Context: an optimization exercise on an open-source flow, tuned for small area, a short achievable clock period and few clock cycles. The choices shown serve that exercise and are no tape-out recipe.
The RTL was checked by simulation tests, not by an equivalence proof against the original design.
Power is estimated from default activity; no workload was simulated.

== the reference run ==
// cpu_multiciclo
module cpu_multiciclo #(
  parameter int DATA_W = 32,
  parameter int ADDR_W = 8
) (
  input  logic              clock,
  input  logic              reset,
  output logic              mem_en,
  output logic              mem_we,
  output logic [ADDR_W-1:0] mem_addr,
  output logic [DATA_W-1:0] mem_wdata,
  input  logic [DATA_W-1:0] mem_rdata,
  input  logic              mem_ready,
  output logic              halted,
  output logic [ADDR_W-1:0] pc_out,
  output logic [31:0]       instret,
  input  logic [3:0]        dbg_raddr,
  output logic [DATA_W-1:0] dbg_rdata
);
  localparam logic [3:0] OP_ADD  = 4'h0;
  localparam logic [3:0] OP_SUB  = 4'h1;
  localparam logic [3:0] OP_AND  = 4'h2;
  localparam logic [3:0] OP_OR   = 4'h3;
  localparam logic [3:0] OP_XOR  = 4'h4;
  localparam logic [3:0] OP_NOT  = 4'h5;
  localparam logic [3:0] OP_SHL  = 4'h6;
  localparam logic [3:0] OP_SHR  = 4'h7;
  localparam logic [3:0] OP_SAR  = 4'h8;
  localparam logic [3:0] OP_MUL  = 4'h9;
  localparam logic [3:0] OP_ADDI = 4'hA;
  localparam logic [3:0] OP_LW   = 4'hB;
  localparam logic [3:0] OP_SW   = 4'hC;
  localparam logic [3:0] OP_BEQ  = 4'hD;
  localparam logic [3:0] OP_JMP  = 4'hE;
  localparam logic [3:0] OP_HALT = 4'hF;
  logic [3:0]  op;
  logic [3:0]  rd;
  logic [15:0] imm;
  logic [31:0] a_r;        
  logic [31:0] b_r;        
  logic        irv_r;      
  logic [7:0]  pc_r;       
  logic        mst_r;      
  logic [95:0] mr_r;       
  logic [31:0] regs_r [1:15];
  logic [15:1] rv_r;       
  logic [31:0] simm;
  logic        sub;
  logic [31:0] opb;
  logic [32:0] sum_x;
  logic [31:0] sum;
  assign simm  = {{16{imm[15]}}, imm};
  assign sub   = (op == OP_SUB);
  assign opb   = (op == OP_ADDI) ? simm : (sub ? ~b_r : b_r);
  assign sum_x = {a_r, 1'b1} + {opb, sub};
  assign sum   = sum_x[32:1];
  logic        left;
  logic [31:0] sh_in, sh_out, shl_out;
  logic        fill;
  logic [32:0] sh_x;
  assign left = (op == OP_SHL);
  always_comb begin
    for (int i = 0; i < 32; i++) begin
      sh_in[i] = left ? a_r[31-i] : a_r[i];
    end
  end
  assign fill   = (op == OP_SAR) && a_r[31];
  assign sh_x   = $signed({fill, sh_in}) >>> b_r[4:0];
  assign sh_out = sh_x[31:0];
  always_comb begin
    for (int i = 0; i < 32; i++) begin
  ...
Settings: LEC_CHECK=0, CAP_MARGIN=30, CORE_MARGIN=2, CORE_UTILIZATION=45, SETUP_SLACK_MARGIN=4, SLEW_MARGIN=30, TNS_END_PERCENT=100; clock period 10.0 ns.
run.sh (not shown) runs the stock make flow with config.mk's settings and CLKGATE_MAP_FILE= SYNTH_SCRIPT=/design/flow/synth_recipe.tcl, a recipe that flattens the netlist after the stock synthesis.
The flow did not stop early for the reference run: all stages ran, and the layout cleared the timing, design-rule and antenna checks.
Testbench counts of the reference run, summed over its fixed seeds: cycles 16,593.
Modified inputs, the trial run compared to the reference run
==> flow/flow/run.sh (new file) <==
#!/bin/bash
# Standard synthesis, then the standard layout with the ports buffered by
# buf_4 cells (the default port buffer is a slow delay cell).
set -euo pipefail
bash standard.sh synth > synth.log 2>&1
bash standard.sh "BUFFER_PORTS_ARGS=-buffer_cell sky130_fd_sc_hd__buf_4" finish > layout.log 2>&1
==> flow/standard.sh (new file) <==
#!/bin/bash
# synth_recipe.tcl (not shown) runs the flow's synth.tcl, then flattens the netlist and writes it again
# the make line also repeats each setting of config.mk as NAME=value (left out here)
make -C /OpenROAD-flow-scripts/flow DESIGN_CONFIG=/design/flow/config.mk WORK_HOME=/design/flow/orfs CLKGATE_MAP_FILE= SYNTH_SCRIPT=/design/flow/synth_recipe.tcl "${@:-finish}"
removed: flow/run.sh
The trial run finished all stages; the layout is clean.
Taking the reference run as the reference point, the met2 global-route usage of the trial run falls by 0.38 points.
Comparing post-route core utilization for the reference run and the trial run, the smaller number came from the trial run.
Diff the reference run -> the trial run: clock insertion delay at the later pin of the skew report went up 0.03 ns; relative slew slack went up 1.1 points; final clock period utilization by the worst path went up 0.65 points.
Diff the reference run -> the trial run: layout filler cell count now sits higher; global-route wire length before repair now sits lower; switching power total now sits lower; initial antenna violation count now sits higher; wire length now sits lower.

## port drivers added, routing unchanged
No port has a modelled driver above. Below, the same layouts with a new extraction and two added sets of constraints. Step 1, drivers: a clkbuf_16 drives clock and a buf_2 each remaining input, both assumed. Step 2 also shifts input and output timing later by t, the mid clock arrival at the registers, as if the neighbouring blocks saw the same clock. Slacks: no drivers / after step 1 / after step 2; pairs: no drivers / after step 1.
run	shift t [ns]	slack for setup (ns)	worst setup path after step 2	worst data-port slew with drivers (ns)	pins driven straight from the clock port
the reference run	0.748	3.939 / 3.890 / 3.890	input to output	0.06	1
the trial run	0.778	3.875 / 3.830 / 3.830	input to output	0.05	1
After both steps every run listed still meets setup and hold. For the reference run, which loses most, drivers alone change the setup slack by -0.049 ns; drivers and shift together by -0.049 ns.
